This is an optimization exercise on Yosys and OpenROAD, whose aim is small area, not a production implementation. Only simulation tests tie the RTL to the original design; equivalence was not proved. No activity file was given, so power comes from the tool's default toggle rates.

==> flow/design.v <==
package pci_lite_pkg;
    localparam int n_req       = 5;     
    localparam int count_width = 3;     
    localparam int mem_words   = 10;
    localparam int idx_width   = 4;     
    localparam int target_base = 10;    
    localparam int devsel_timeout = 4;
    typedef enum logic [2:0] {
        st_idle    = 3'b000,
        st_request = 3'b001,
        st_address = 3'b011,
        st_data    = 3'b010,
        st_finish  = 3'b100
    } bus_state_t;
endpackage
`timescale 1ns/1ns
module bus_arbiter (
    input  logic                           clk,
    input  logic                           arst_n,
    input  logic [pci_lite_pkg::n_req-1:0] req,
    output logic [pci_lite_pkg::n_req-1:0] gnt,
    input  logic                           bus_idle
);
    logic [pci_lite_pkg::n_req-1:0] next_gnt;
    always_comb
    begin
        next_gnt = '0;
        for (int i = 0; i < pci_lite_pkg::n_req; i++)
        begin
            if (req[i])
            begin
                next_gnt    = '0;
                next_gnt[i] = 1'b1;
            end
        end
    end
    always_ff @(posedge clk or negedge arst_n)
    begin
        if (!arst_n)
            gnt <= '0;
        else if (bus_idle)
            gnt <= next_gnt;
    end
endmodule
`timescale 1ns/1ns
module bus_initiator (
    input  logic                                 clk,
    input  logic                                 arst_n,
    input  logic                                 start,
    input  logic                                 write,
    input  logic [31:0]                          addr,
    input  logic [pci_lite_pkg::count_width-1:0] count,
    output logic                                 busy,
    output logic                                 done,
    output logic                                 abort,
    output logic                                 local_req,
    input  logic                                 local_gnt,
    output logic                                 take,        
    output logic                                 in_window,   
    output logic                                 data_phase,
    output logic                                 claim_q,     
    output logic                                 write_q
);
    pci_lite_pkg::bus_state_t             state;
    logic [pci_lite_pkg::count_width-1:0] cnt;    
    assign in_window  = (addr[31:5] == '0) &&
                        (addr[4:0] >= 5'(pci_lite_pkg::target_base)) &&
                        (addr[4:0] <  5'(pci_lite_pkg::target_base + pci_lite_pkg::mem_words));
    assign take       = start && ((state == pci_lite_pkg::st_idle) || (state == pci_lite_pkg::st_finish));
    assign data_phase = (state == pci_lite_pkg::st_data);
    always_ff @(posedge clk or negedge arst_n)
    begin
        if (!arst_n)
            state <= pci_lite_pkg::st_idle;
        else
            case (state)
                pci_lite_pkg::st_idle, pci_lite_pkg::st_finish:
                    state <= start ? pci_lite_pkg::st_request : pci_lite_pkg::st_idle;
                pci_lite_pkg::st_request:
                    if (local_gnt)
                        state <= pci_lite_pkg::st_address;
                pci_lite_pkg::st_address:
                    state <= pci_lite_pkg::st_data;
                pci_lite_pkg::st_data:
                    if (cnt == '0)
                        state <= pci_lite_pkg::st_finish;
                default:
                    state <= pci_lite_pkg::st_idle;
            endcase
    end
    always_ff @(posedge clk)
    begin
        if (take)
        begin
            write_q <= write;
            claim_q <= in_window;
            cnt     <= in_window ? count : pci_lite_pkg::count_width'(pci_lite_pkg::devsel_timeout - 1);
        end
        else if (data_phase)
            cnt <= cnt - 1'b1;
    end
    assign busy      = (state == pci_lite_pkg::st_request) || (state == pci_lite_pkg::st_address) ||
                       (state == pci_lite_pkg::st_data);
    assign done      = (state == pci_lite_pkg::st_finish);
    assign abort     = done && !claim_q;
    assign local_req = (state == pci_lite_pkg::st_request);
endmodule
`timescale 1ns/1ns
module mem_bit_next (
    input  logic we,
    input  logic nwe,
    input  logic w,
    input  logic q,
    output logic d
);
    assign d = (we | q) & (nwe | w);
endmodule
module mem_aoi222 (
    input  logic a1, a2, b1, b2, c1, c2,
    output logic y
);
    assign y = !((a1 & a2) | (b1 & b2) | (c1 & c2));
endmodule
module mem_nand2 (
    input  logic a, b,
    output logic y
);
    assign y = !(a & b);
endmodule
module mem_nand4 (
    input  logic a, b, c, d,
    output logic y
);
    assign y = !(a & b & c & d);
endmodule
module target_memory (
    input  logic                                 clk,
    input  logic                                 arst_n,
    input  logic                                 take,
    input  logic [pci_lite_pkg::idx_width-1:0]   addr_lo,    
    input  logic                                 data_phase,
    input  logic                                 claim_q,
    input  logic                                 write_q,
    input  logic [31:0]                          wdata,
    output logic                                 word_taken,
    output logic [31:0]                          rdata,
    output logic                                 rdata_valid
);
    localparam int n = pci_lite_pkg::mem_words;
    logic [31:0]                        mem [n];
    logic [31:0]                        mem_d [n];
    logic [n-1:0]                       written;    
    logic [pci_lite_pkg::idx_width-1:0] idx;        
    logic [n-1:0]                       sel;
    logic [n-1:0]                       we;
    logic [n-1:0]                       nwe;
    logic [n-1:0]                       rsel;
    logic                               step;
    assign word_taken = data_phase && claim_q && write_q;
    assign step       = data_phase && (write_q || rdata_valid);
    always_ff @(posedge clk or negedge arst_n)
    begin
        if (!arst_n)
            rdata_valid <= 1'b0;
        else
            rdata_valid <= data_phase && claim_q && !write_q;
    end
    always_ff @(posedge clk)
    begin
        if (take)
            idx <= addr_lo - pci_lite_pkg::idx_width'(pci_lite_pkg::target_base);
        else if (step)
            idx <= (idx == pci_lite_pkg::idx_width'(n - 1)) ? '0 : idx + 1'b1;
    end
    always_comb
        for (int i = 0; i < n; i++)
        begin
            sel[i]  = (idx == pci_lite_pkg::idx_width'(i));
            we[i]   = word_taken && sel[i];
            nwe[i]  = !we[i];
            rsel[i] = sel[i] && written[i];
        end
    always_ff @(posedge clk or negedge arst_n)
    begin
        if (!arst_n)
            written <= '0;
        else
            for (int i = 0; i < n; i++)
                if (we[i])
                    written[i] <= 1'b1;
    end
    for (genvar i = 0; i < n; i++)
    begin : g_word
        for (genvar b = 0; b < 32; b++)
        begin : g_bit
            mem_bit_next u_next (
                .we  (we[i]),
                .nwe (nwe[i]),
                .w   (wdata[b]),
                .q   (mem[i][b]),
                .d   (mem_d[i][b])
            );
        end
    end
    always_ff @(posedge clk)
        for (int i = 0; i < n; i++)
            mem[i] <= mem_d[i];
    for (genvar b = 0; b < 32; b++)
    begin : g_rd
        logic y0, y1, y2, y3;
        mem_aoi222 u_a0 (.a1(rsel[0]), .a2(mem[0][b]), .b1(rsel[1]), .b2(mem[1][b]), .c1(rsel[2]), .c2(mem[2][b]), .y(y0));
        mem_aoi222 u_a1 (.a1(rsel[3]), .a2(mem[3][b]), .b1(rsel[4]), .b2(mem[4][b]), .c1(rsel[5]), .c2(mem[5][b]), .y(y1));
        mem_aoi222 u_a2 (.a1(rsel[6]), .a2(mem[6][b]), .b1(rsel[7]), .b2(mem[7][b]), .c1(rsel[8]), .c2(mem[8][b]), .y(y2));
        mem_nand2  u_n9 (.a(rsel[9]), .b(mem[9][b]), .y(y3));
        mem_nand4  u_or (.a(y0), .b(y1), .c(y2), .d(y3), .y(rdata[b]));
    end
endmodule
`timescale 1ns/1ns
module pci_lite_top (
    input  logic                                 clk,
    input  logic                                 arst_n,
    input  logic                                 start,
    input  logic                                 write,
    input  logic [31:0]                          addr,
    input  logic [2:0]                           count,
    input  logic [31:0]                          wdata,
    output logic                                 word_taken,
    output logic [31:0]                          rdata,
    output logic                                 rdata_valid,
    output logic                                 busy,
    output logic                                 done,
    output logic                                 abort,
    input  logic [3:0]                           ext_req,
    output logic [3:0]                           ext_gnt
);
    logic                           local_req;
    logic [pci_lite_pkg::n_req-1:0] arb_gnt;
    logic                           take;
    logic                           in_window;
    logic                           data_phase;
    logic                           claim_q;
    logic                           write_q;
    logic                           bus_idle;
    assign ext_gnt  = arb_gnt[pci_lite_pkg::n_req-1:1];
    assign bus_idle = !busy || local_req;
    bus_arbiter u_arbiter (
        .clk      (clk),
        .arst_n   (arst_n),
        .req      ({ext_req, local_req}),
        .gnt      (arb_gnt),
        .bus_idle (bus_idle)
    );
    bus_initiator u_initiator (
        .clk        (clk),
        .arst_n     (arst_n),
        .start      (start),
        .write      (write),
        .addr       (addr),
        .count      (count),
        .busy       (busy),
        .done       (done),
        .abort      (abort),
        .local_req  (local_req),
        .local_gnt  (arb_gnt[0]),
        .take       (take),
        .in_window  (in_window),
        .data_phase (data_phase),
        .claim_q    (claim_q),
        .write_q    (write_q)
    );
    target_memory u_target (
        .clk         (clk),
        .arst_n      (arst_n),
        .take        (take),
        .addr_lo     (addr[3:0]),
        .data_phase  (data_phase),
        .claim_q     (claim_q),
        .write_q     (write_q),
        .wdata       (wdata),
        .word_taken  (word_taken),
        .rdata       (rdata),
        .rdata_valid (rdata_valid)
    );
endmodule
clock: 5.0 ns
lec_check: 0
cap_margin: 20
core_margin: 2
core_utilization: 40
cts_buf_list: sky130_fd_sc_hd__clkbuf_16
cts_cluster_diameter: 100
cts_cluster_size: 30
place_density: 0.6
slew_margin: 20
synth_hierarchical: 1
standard.sh (not shown) runs the stock make flow with config.mk's settings and CLKGATE_MAP_FILE= SYNTH_SCRIPT=/design/flow/synth_recipe.tcl, a recipe that flattens the netlist after the stock synthesis.
==> flow/flow/run.sh <==
#!/bin/bash
# Standard layout, with the port buffers made as the smallest buffer cell
# and a clock tree without dummy loads.
set -euo pipefail
export BUFFER_PORTS_ARGS="-buffer_cell sky130_fd_sc_hd__buf_1"
export CTS_ARGS="-sink_clustering_enable -repair_clock_nets -buf_list sky130_fd_sc_hd__clkbuf_16 -sink_clustering_size 30 -sink_clustering_max_diameter 100 -dont_use_dummy_load -root_buf sky130_fd_sc_hd__clkbuf_4"
bash standard.sh > standard_flow.log 2>&1
The starting point went through all stages and came out clean.
==> next run, changes <==
==> flow/run.sh (new file) <==
#!/bin/bash
# synth_recipe.tcl (not shown) runs the flow's synth.tcl, then flattens the netlist and writes it again
# the make line also repeats each setting of config.mk as NAME=value (left out here)
make -C /OpenROAD-flow-scripts/flow DESIGN_CONFIG=/design/flow/config.mk WORK_HOME=/design/flow/orfs CLKGATE_MAP_FILE= SYNTH_SCRIPT=/design/flow/synth_recipe.tcl finish
removed: flow/flow/run.sh
removed: flow/standard.sh
Critical path depth does not change.
Power climbs by 3.7%.
Sequential power barely changes.
Setup slack gets worse by 200 ps.
Clock-buffer cell count does not change.
Die area is unchanged.
Sequential share of layout area falls by 3.3 points.
==> next run, changes <==
--- a/flow/config.mk
+++ b/flow/config.mk
@@ -11,4 +11,4 @@
 export CTS_BUF_LIST = sky130_fd_sc_hd__clkbuf_16
-export CTS_CLUSTER_DIAMETER = 100
-export CTS_CLUSTER_SIZE = 30
+export CTS_CLUSTER_DIAMETER = 80
+export CTS_CLUSTER_SIZE = 22
 export PLACE_DENSITY = 0.6
Utilization climbs by 0.34 points; routed wire length climbs by 0.37%; design area climbs by 0.70%; global-route usage climbs by 0.17 points; sequential power hardly moves.
==> next run, changes <==
==> flow/flow/run.sh (new file) <==
#!/bin/bash
# Standard layout, with the port buffers made as the smallest buffer cell.
set -euo pipefail
export BUFFER_PORTS_ARGS="-buffer_cell sky130_fd_sc_hd__buf_1"
bash standard.sh > standard_flow.log 2>&1
==> flow/standard.sh (new file) <==
#!/bin/bash
# synth_recipe.tcl (not shown) runs the flow's synth.tcl, then flattens the netlist and writes it again
# the make line also repeats each setting of config.mk as NAME=value (left out here)
make -C /OpenROAD-flow-scripts/flow DESIGN_CONFIG=/design/flow/config.mk WORK_HOME=/design/flow/orfs CLKGATE_MAP_FILE= SYNTH_SCRIPT=/design/flow/synth_recipe.tcl "${@:-finish}"
--- a/flow/config.mk
+++ b/flow/config.mk
@@ -11,4 +11,4 @@
 export CTS_BUF_LIST = sky130_fd_sc_hd__clkbuf_16
-export CTS_CLUSTER_DIAMETER = 80
-export CTS_CLUSTER_SIZE = 22
+export CTS_CLUSTER_DIAMETER = 100
+export CTS_CLUSTER_SIZE = 30
 export PLACE_DENSITY = 0.6
removed: flow/run.sh
Clock-buffer cell count came out lower by 4.
Routed wire length goes up by 0.36%.
Via count fell by 1.2%.
Combinational power shrinks by about 7%.
First-iteration DRC count is higher by 16%.
Worst setup slack gains 320 ps.

==> re-timing with driven ports <==
How much do the figures lean on ideal ports? The routed layouts below were timed once more, with nothing changed but the port constraints. Step 1 sets driving cells, clkbuf_16 on the clock port and buf_2 on the other inputs (assumed; they add their load-dependent delay and slew). Step 2 also shifts input and output timing later by t, the mid clock arrival at the registers, as if the neighbouring blocks saw the same clock. a / b / c = ideal / step 1 / step 2; a / b = the first two.
| run | t, ns | setup slack, ns | worst setup path at the end | clock arrival spread, ns | worst register clock-pin slew, ns |
|---|---|---|---|---|---|
| the first run | 0.706 | 0.739 / 0.697 / 1.402 | register to output | 0.021 / 0.021 | 0.11 / 0.11 |
| the second run | 0.548 | 0.538 / 0.492 / 1.040 | register to output | 0.011 / 0.011 | 0.11 / 0.11 |
| the third run | 0.565 | 0.582 / 0.531 / 1.096 | register to output | 0.022 / 0.022 | 0.09 / 0.09 |
| the fourth run | 0.544 | 0.899 / 0.850 / 1.394 | register to output | 0.018 / 0.018 | 0.11 / 0.11 |
After both steps every run listed still meets setup and hold.
